This is an optimization exercise on Yosys and OpenROAD, whose aim is a short achievable clock period and few clock cycles, not a production implementation. Only simulation tests tie the RTL to the original design; equivalence was not proved. Power is estimated from default activity; no workload was simulated.

==> try-willow: inputs <==
// y86Core
module y86Core (
    input  logic                     clk_50MHz,
    input  logic                     reset_regs,
    output logic [y86Pkg::WordW-1:0] memAddr_o,
    output logic                     memRead_o,
    output logic                     memWrite_o,
    output logic [7:0]               memWdata_o,
    input  logic [7:0]               memRdata_i,
    input  logic                     memReady_i,
    output y86Pkg::cpuStatusT        status_o,
    output logic                     halted_o
);
Settings: LEC_CHECK=0, ABC_CLOCK_PERIOD_IN_PS=3500, CAP_MARGIN=20, CELL_PAD_IN_SITES_DETAIL_PLACEMENT=1, CELL_PAD_IN_SITES_GLOBAL_PLACEMENT=2, CORE_MARGIN=2, CORE_UTILIZATION=35, MIN_ROUTING_LAYER=met2, SETUP_SLACK_MARGIN=5, SLEW_MARGIN=20, TNS_END_PERCENT=5; clock period 9.0 ns.
run.sh (not shown) runs the stock make flow with config.mk's settings and CLKGATE_MAP_FILE= SYNTH_SCRIPT=/design/flow/synth_recipe.tcl, a recipe that flattens the netlist after the stock synthesis.
==> try-harbor: changes against try-willow <==
--- a/flow/design.v
+++ b/flow/design.v
@@ -65,21 +65,21 @@
     output logic                     memRead_o,
     output logic                     memWrite_o,
     output logic [7:0]               memWdata_o,
     input  logic [7:0]               memRdata_i,
     input  logic                     memReady_i,
     output y86Pkg::cpuStatusT        status_o,
     output logic                     halted_o
 );
-    localparam int NE = 32;
+    localparam int NE = 16;
     localparam int LW = 5;
     localparam int ND = 8;
     localparam int LD = 3;
-    localparam int AltBudget = 16;
+    localparam int AltBudget = 2;
     logic                 halted;
     logic [1:0]           status;
     logic [7:0][31:0]     regs;
     logic                 zf, sf, of;
     logic [NE-1:0]        cV;
     logic [NE-1:0][31:0]  cTag;
     logic [NE-1:0][7:0]   cB0;
     logic [NE-1:0][7:0]   cB1;
==> try-juniper: changes against try-willow <==
--- a/flow/design.v
+++ b/flow/design.v
@@ -65,21 +65,21 @@
     output logic                     memRead_o,
     output logic                     memWrite_o,
     output logic [7:0]               memWdata_o,
     input  logic [7:0]               memRdata_i,
     input  logic                     memReady_i,
     output y86Pkg::cpuStatusT        status_o,
     output logic                     halted_o
 );
-    localparam int NE = 32;
+    localparam int NE = 16;
     localparam int LW = 5;
     localparam int ND = 8;
     localparam int LD = 3;
-    localparam int AltBudget = 16;
+    localparam int AltBudget = 2;
     logic                 halted;
     logic [1:0]           status;
     logic [7:0][31:0]     regs;
     logic                 zf, sf, of;
     logic [NE-1:0]        cV;
     logic [NE-1:0][31:0]  cTag;
     logic [NE-1:0][7:0]   cB0;
     logic [NE-1:0][7:0]   cB1;
@@ -91,18 +91,19 @@
     logic [31:0]          pcF;
     logic                 irV;
     logic [31:0]          irPc;
     logic [28:0]          irBlkM1, irBlkP1;
     logic [31:0]          irValC;
     logic [31:0]          irFall;
     logic [3:0]           irIc, irFn, irRa, irRb;
     logic [7:0]           irSelA, irSelB;
-    logic [31:0]          opA, opB, sumQ;
-    logic                 fwdA, fwdB;
+    logic [31:0]          opA, opB, sumQ, ldQ;
+    logic                 fwdSumA, fwdSumB, fwdLdA, fwdLdB;
+    logic [7:0]           wbSum, wbLd;
     logic                 irSub, irWSum, irWAnd, irWXor, irWValA, irWValC, irIsOp;
     logic                 irPt;
     logic [31:0]          fa;
     logic [7:0]           rb;
     logic                 rbV;
     logic [31:0]          asmPc;
     logic [2:0]           cnt;
     logic [7:0]           b0, b1, b2, b3;
@@ -290,18 +291,18 @@
         end
         add32 = (a ^ b) ^ {g[30:0], cin};
     endfunction
     function automatic logic [7:0] regSel(input logic [3:0] r);
         regSel = (r == 4'hF) ? 8'h00 : (8'h01 << r[2:0]);
     endfunction
     logic [31:0] valA, valB, aluY, sum, addr;
     logic        cond, isSub, aluOf, aluZf;
-    assign valA = fwdA ? sumQ : opA;
-    assign valB = fwdB ? sumQ : opB;
+    assign valA = fwdSumA ? sumQ : (fwdLdA ? ldQ : opA);
+    assign valB = fwdSumB ? sumQ : (fwdLdB ? ldQ : opB);
     assign addr  = add32(valB, irValC, 1'b0);
     assign cond  = condOf(irFn, zf, sf, of);
     assign isSub = irSub;
     assign aluY  = isSub ? ~valA : valA;
     assign sum   = add32(valB, aluY, isSub);
     assign aluOf = irWSum && (valB[31] == aluY[31]) && (sum[31] != valB[31]);
     always_comb begin
         case (irFn)
@@ -311,21 +312,21 @@
         endcase
     end
     logic [31:0] aluLogic;
     logic [7:0][31:0] regOther;
     assign aluLogic = irWAnd ? (valB & valA) : (valB ^ valA);
     always_comb begin
         for (int k = 0; k < 8; k++) begin
             regOther[k] = regs[k];
-            if (dHit && (ldDest != 4'hF) && (ldDest[2:0] == 3'(k))) begin
-                regOther[k] = dcWord;
+            if (wbLd[k]) begin
+                regOther[k] = ldQ;
             end
-            if (dLast && !dWrite && (ldDest != 4'hF) && (ldDest[2:0] == 3'(k))) begin
-                regOther[k] = {memRdata_i, ldBuf};
+            if (wbSum[k]) begin
+                regOther[k] = sumQ;
             end
             if (eGo && irSelB[k]) begin
                 if (irWValA && cond) regOther[k] = valA;
                 if (irWValC)         regOther[k] = irValC;
                 if (irWAnd || irWXor) regOther[k] = aluLogic;
             end
         end
     end
@@ -356,17 +357,17 @@
             regs   <= '0;
             zf     <= 1'b0;
             sf     <= 1'b0;
             of     <= 1'b0;
             halted <= 1'b0;
             status <= 2'd0;
         end else begin
             for (int k = 0; k < 8; k++) begin
-                regs[k] <= (eGo && irWSum && irSelB[k]) ? sum : regOther[k];
+                regs[k] <= regOther[k];
             end
             if (eGo && irIsOp) begin
                 zf <= aluZf;
                 sf <= irWSum ? sum[31] : aluLogic[31];
                 of <= aluOf;
             end
             if (eGo && haltIr) begin
                 halted <= 1'b1;
@@ -428,22 +429,37 @@
     always_comb begin
         capA = '0;
         capB = '0;
         for (int k = 0; k < 8; k++) begin
             capA = capA | ({32{capSelA[k]}} & regOther[k]);
             capB = capB | ({32{capSelB[k]}} & regOther[k]);
         end
     end
+    logic [7:0] ldSel;
+    assign ldSel = ((dHit || (dLast && !dWrite)) && (ldDest != 4'hF)) ?
+                   (8'h01 << ldDest[2:0]) : 8'h00;
+    always_ff @(posedge clk_50MHz or posedge reset_regs) begin
+        if (reset_regs) begin
+            wbSum <= '0;
+            wbLd  <= '0;
+        end else begin
+            wbSum <= sumSel;
+            wbLd  <= ldSel;
+        end
+    end
     always_ff @(posedge clk_50MHz) begin
-        opA  <= capA;
-        opB  <= capB;
-        fwdA <= |(capSelA & sumSel);
-        fwdB <= |(capSelB & sumSel);
-        sumQ <= sum;
+        opA     <= capA;
+        opB     <= capB;
+        fwdSumA <= |(capSelA & sumSel);
+        fwdSumB <= |(capSelB & sumSel);
+        fwdLdA  <= |(capSelA & ldSel);
+        fwdLdB  <= |(capSelB & ldSel);
+        sumQ    <= sum;
+        ldQ     <= dHit ? dcWord : {memRdata_i, ldBuf};
     end
     always_ff @(posedge clk_50MHz) begin
         if (irFree) begin
             irPc    <= pcF;
             irBlkM1 <= pcF[31:3] - 29'd1;
             irBlkP1 <= pcF[31:3] + 29'd1;
             irValC  <= e1ValC;
             irFall  <= pcF + 32'd5;
==> flow/flow/run.sh (new file) <==
#!/bin/bash
# The standard layout, with two changes:
#  - global routing is steered off met1 and met2, where the cells' pins leave little
#    room, and onto met3 and met4, so that detailed routing of this wire-heavy design
#    starts with far fewer shorts;
#  - the port buffers are buf_4 rather than the delay buffer buffer_ports picks.
# Each step's log is kept by ORFS under orfs/logs; make's own output goes to
# standard.log.
set -euo pipefail
export FASTROUTE_TCL="$(pwd)/flow/fastroute.tcl"
export BUFFER_PORTS_ARGS="-buffer_cell sky130_fd_sc_hd__buf_4"
bash standard.sh > standard.log 2>&1
==> flow/flow/fastroute.tcl (new file) <==
# Per-layer share of the routing tracks that global routing may not use
set_global_routing_layer_adjustment met1 0.55
set_global_routing_layer_adjustment met2 0.40
set_global_routing_layer_adjustment met3 0.20
set_global_routing_layer_adjustment met4 0.20
set_global_routing_layer_adjustment met5 0.20

set_routing_layers -clock met3-met5
set_routing_layers -signal met1-met5
==> flow/standard.sh (new file) <==
#!/bin/bash
# synth_recipe.tcl (not shown) runs the flow's synth.tcl, then flattens the netlist and writes it again
# the make line also repeats each setting of config.mk as NAME=value (left out here)
make -C /OpenROAD-flow-scripts/flow DESIGN_CONFIG=/design/flow/config.mk WORK_HOME=/design/flow/orfs CLKGATE_MAP_FILE= SYNTH_SCRIPT=/design/flow/synth_recipe.tcl "${@:-finish}"
==> flow/config.mk (replaced) <==
export PLATFORM = sky130hd
export DESIGN_NAME = y86Core
export DESIGN_NICKNAME = y86Core
export VERILOG_FILES = /design/flow/design.v
export SDC_FILE = /design/flow/constraint.sdc
export NUM_CORES = 4
export LEC_CHECK = 0
export ABC_CLOCK_PERIOD_IN_PS = 3500
export CAP_MARGIN = 20
export CELL_PAD_IN_SITES_DETAIL_PLACEMENT = 1
export CELL_PAD_IN_SITES_GLOBAL_PLACEMENT = 2
export CORE_MARGIN = 2
export CORE_UTILIZATION = 40
export SETUP_SLACK_MARGIN = 5
export SLEW_MARGIN = 20
export TNS_END_PERCENT = 25
removed: flow/run.sh
==> try-lagoon: changes against try-willow <==
--- a/flow/design.v
+++ b/flow/design.v
@@ -65,21 +65,21 @@
     output logic                     memRead_o,
     output logic                     memWrite_o,
     output logic [7:0]               memWdata_o,
     input  logic [7:0]               memRdata_i,
     input  logic                     memReady_i,
     output y86Pkg::cpuStatusT        status_o,
     output logic                     halted_o
 );
-    localparam int NE = 32;
+    localparam int NE = 24;
     localparam int LW = 5;
     localparam int ND = 8;
     localparam int LD = 3;
-    localparam int AltBudget = 16;
+    localparam int AltBudget = 8;
     logic                 halted;
     logic [1:0]           status;
     logic [7:0][31:0]     regs;
     logic                 zf, sf, of;
     logic [NE-1:0]        cV;
     logic [NE-1:0][31:0]  cTag;
     logic [NE-1:0][7:0]   cB0;
     logic [NE-1:0][7:0]   cB1;
@@ -91,18 +91,19 @@
     logic [31:0]          pcF;
     logic                 irV;
     logic [31:0]          irPc;
     logic [28:0]          irBlkM1, irBlkP1;
     logic [31:0]          irValC;
     logic [31:0]          irFall;
     logic [3:0]           irIc, irFn, irRa, irRb;
     logic [7:0]           irSelA, irSelB;
-    logic [31:0]          opA, opB, sumQ;
-    logic                 fwdA, fwdB;
+    logic [31:0]          opA, opB, sumQ, ldQ;
+    logic                 fwdSumA, fwdSumB, fwdLdA, fwdLdB;
+    logic [7:0]           wbSum, wbLd;
     logic                 irSub, irWSum, irWAnd, irWXor, irWValA, irWValC, irIsOp;
     logic                 irPt;
     logic [31:0]          fa;
     logic [7:0]           rb;
     logic                 rbV;
     logic [31:0]          asmPc;
     logic [2:0]           cnt;
     logic [7:0]           b0, b1, b2, b3;
@@ -290,18 +291,18 @@
         end
         add32 = (a ^ b) ^ {g[30:0], cin};
     endfunction
     function automatic logic [7:0] regSel(input logic [3:0] r);
         regSel = (r == 4'hF) ? 8'h00 : (8'h01 << r[2:0]);
     endfunction
     logic [31:0] valA, valB, aluY, sum, addr;
     logic        cond, isSub, aluOf, aluZf;
-    assign valA = fwdA ? sumQ : opA;
-    assign valB = fwdB ? sumQ : opB;
+    assign valA = fwdSumA ? sumQ : (fwdLdA ? ldQ : opA);
+    assign valB = fwdSumB ? sumQ : (fwdLdB ? ldQ : opB);
     assign addr  = add32(valB, irValC, 1'b0);
     assign cond  = condOf(irFn, zf, sf, of);
     assign isSub = irSub;
     assign aluY  = isSub ? ~valA : valA;
     assign sum   = add32(valB, aluY, isSub);
     assign aluOf = irWSum && (valB[31] == aluY[31]) && (sum[31] != valB[31]);
     always_comb begin
         case (irFn)
@@ -311,21 +312,21 @@
         endcase
     end
     logic [31:0] aluLogic;
     logic [7:0][31:0] regOther;
     assign aluLogic = irWAnd ? (valB & valA) : (valB ^ valA);
     always_comb begin
         for (int k = 0; k < 8; k++) begin
             regOther[k] = regs[k];
-            if (dHit && (ldDest != 4'hF) && (ldDest[2:0] == 3'(k))) begin
-                regOther[k] = dcWord;
+            if (wbLd[k]) begin
+                regOther[k] = ldQ;
             end
-            if (dLast && !dWrite && (ldDest != 4'hF) && (ldDest[2:0] == 3'(k))) begin
-                regOther[k] = {memRdata_i, ldBuf};
+            if (wbSum[k]) begin
+                regOther[k] = sumQ;
             end
             if (eGo && irSelB[k]) begin
                 if (irWValA && cond) regOther[k] = valA;
                 if (irWValC)         regOther[k] = irValC;
                 if (irWAnd || irWXor) regOther[k] = aluLogic;
             end
         end
     end
@@ -356,17 +357,17 @@
             regs   <= '0;
             zf     <= 1'b0;
             sf     <= 1'b0;
             of     <= 1'b0;
             halted <= 1'b0;
             status <= 2'd0;
         end else begin
             for (int k = 0; k < 8; k++) begin
-                regs[k] <= (eGo && irWSum && irSelB[k]) ? sum : regOther[k];
+                regs[k] <= regOther[k];
             end
             if (eGo && irIsOp) begin
                 zf <= aluZf;
                 sf <= irWSum ? sum[31] : aluLogic[31];
                 of <= aluOf;
             end
             if (eGo && haltIr) begin
                 halted <= 1'b1;
@@ -428,22 +429,37 @@
     always_comb begin
         capA = '0;
         capB = '0;
         for (int k = 0; k < 8; k++) begin
             capA = capA | ({32{capSelA[k]}} & regOther[k]);
             capB = capB | ({32{capSelB[k]}} & regOther[k]);
         end
     end
+    logic [7:0] ldSel;
+    assign ldSel = ((dHit || (dLast && !dWrite)) && (ldDest != 4'hF)) ?
+                   (8'h01 << ldDest[2:0]) : 8'h00;
+    always_ff @(posedge clk_50MHz or posedge reset_regs) begin
+        if (reset_regs) begin
+            wbSum <= '0;
+            wbLd  <= '0;
+        end else begin
+            wbSum <= sumSel;
+            wbLd  <= ldSel;
+        end
+    end
     always_ff @(posedge clk_50MHz) begin
-        opA  <= capA;
-        opB  <= capB;
-        fwdA <= |(capSelA & sumSel);
-        fwdB <= |(capSelB & sumSel);
-        sumQ <= sum;
+        opA     <= capA;
+        opB     <= capB;
+        fwdSumA <= |(capSelA & sumSel);
+        fwdSumB <= |(capSelB & sumSel);
+        fwdLdA  <= |(capSelA & ldSel);
+        fwdLdB  <= |(capSelB & ldSel);
+        sumQ    <= sum;
+        ldQ     <= dHit ? dcWord : {memRdata_i, ldBuf};
     end
     always_ff @(posedge clk_50MHz) begin
         if (irFree) begin
             irPc    <= pcF;
             irBlkM1 <= pcF[31:3] - 29'd1;
             irBlkP1 <= pcF[31:3] + 29'd1;
             irValC  <= e1ValC;
             irFall  <= pcF + 32'd5;
==> flow/flow/run.sh (new file) <==
#!/bin/bash
# The standard layout, with two changes:
#  - global routing is steered off met1 and met2, where the cells' pins leave little
#    room, and onto met3 and met4, so that detailed routing of this wire-heavy design
#    starts with far fewer shorts;
#  - the port buffers are buf_4 rather than the delay buffer buffer_ports picks.
# Each step's log is kept by ORFS under orfs/logs; make's own output goes to
# standard.log.
set -euo pipefail
export FASTROUTE_TCL="$(pwd)/flow/fastroute.tcl"
export BUFFER_PORTS_ARGS="-buffer_cell sky130_fd_sc_hd__buf_4"
bash standard.sh > standard.log 2>&1
==> flow/flow/fastroute.tcl (new file) <==
# Per-layer share of the routing tracks that global routing may not use
set_global_routing_layer_adjustment met1 0.55
set_global_routing_layer_adjustment met2 0.40
set_global_routing_layer_adjustment met3 0.20
set_global_routing_layer_adjustment met4 0.20
set_global_routing_layer_adjustment met5 0.20

set_routing_layers -clock met3-met5
set_routing_layers -signal met1-met5
==> flow/standard.sh (new file) <==
#!/bin/bash
# synth_recipe.tcl (not shown) runs the flow's synth.tcl, then flattens the netlist and writes it again
# the make line also repeats each setting of config.mk as NAME=value (left out here)
make -C /OpenROAD-flow-scripts/flow DESIGN_CONFIG=/design/flow/config.mk WORK_HOME=/design/flow/orfs CLKGATE_MAP_FILE= SYNTH_SCRIPT=/design/flow/synth_recipe.tcl "${@:-finish}"
==> flow/config.mk (replaced) <==
export PLATFORM = sky130hd
export DESIGN_NAME = y86Core
export DESIGN_NICKNAME = y86Core
export VERILOG_FILES = /design/flow/design.v
export SDC_FILE = /design/flow/constraint.sdc
export NUM_CORES = 4
export LEC_CHECK = 0
export ABC_CLOCK_PERIOD_IN_PS = 3500
export CAP_MARGIN = 20
export CELL_PAD_IN_SITES_DETAIL_PLACEMENT = 1
export CELL_PAD_IN_SITES_GLOBAL_PLACEMENT = 2
export CORE_MARGIN = 2
export CORE_UTILIZATION = 40
export SETUP_SLACK_MARGIN = 5
export SLEW_MARGIN = 20
export TNS_END_PERCENT = 25
removed: flow/run.sh
==> comparison table <==
| metric | try-willow | try-juniper | try-harbor | try-lagoon |
|---|---|---|---|---|
| Combined area of the multi-input logic cells | - | 0.0962 sq mm | - | 0.122 sq mm |
| Net switching power | - | 14.6 mW | - | 21.2 mW |
| Placed cell count | 43,075 | 24,808 | 27,099 | 31,729 |
| Routed Antenna Nets | - | 0 | - | 0 |
| Result of the run | did not finish | no timing/DRC/antenna violations | did not finish | failed layout checks |
| Failing step | global routing (5_1_grt) | - | global routing (5_1_grt) | - |
| Violated checks | - | - | - | capacitance limit, slew limit |
| Total nets after synthesis | 31,683 | 19,064 | 19,991 | 24,353 |
| DR vias/cell | - | 6.60 | - | 6.86 |
| Met3 wire length | - | 264,000 microns | - | 382,000 microns |
| Startpoint of the lowest-slack register-to-register path | - | asmPc[0] | - | asmPc[3] |
| Overall die width | 998 microns | 724 microns | 787 microns | 827 microns |
| Post-Route M1 WL | - | 386,000 microns | - | 521,000 microns |
| Initial standard-cell utilization of the core | 35.1% | 40.1% | 35.1% | 40.1% |
| Clock Power Share | - | 41.1% | - | 39.1% |
| Routed met2 length | - | 454,000 microns | - | 630,000 microns |
| Count of unresolved DRC violations after routing | - | 0 | - | 0 |
| Fraction of post-synthesis cell area in the top cell type by area | 40.1% | 40.6% | 39.3% | 41.2% |
| Mean routed wirelength per cell | - | 47.3 microns | - | 51.9 microns |
| Cells after Synth | 31,483 | 18,864 | 19,793 | 24,153 |
| Critical path type | - | flop to flop | - | flop to flop |
| Highest routing layer actually used | - | met5 | - | met5 |
| Placeable core region | - | 0.517 sq mm | - | 0.675 sq mm |
Testbench counts of try-willow, summed over its fixed seeds: cycles 19,900.
Testbench counts of try-harbor, summed over its fixed seeds: cycles 21,872.
Testbench counts of try-juniper, summed over its fixed seeds: cycles 21,872.
Testbench counts of try-lagoon, summed over its fixed seeds: cycles 20,465.

[static timing again, ports no longer ideal]
In the flow no input, the clock included, has a driving cell. The finished layouts below were timed again as built, in two steps. Step 1, drivers: a clkbuf_16 drives clk_50MHz and a buf_2 each remaining input, both assumed. Step 2 moves the port delays by t, midway between the first and last clock arrival at a register: inputs arrive t later, outputs are due t later. That takes back most of the time a late clock gives input paths. Slacks: ideal ports / drivers / drivers and shift; pairs: ideal ports / drivers.
| run | t (ns) | setup WS [ns] | clock arrival spread, ns |
|---|---|---|---|
| try-juniper | 1.274 | 4.671 / 4.671 / 3.839 | 0.144 / 0.144 |
| try-lagoon | 1.370 | 4.453 / 4.453 / 4.047 | 0.151 / 0.151 |
The setup slack of try-juniper, which loses most, moves by 0.000 ns with the drivers and by -0.832 ns with both steps.
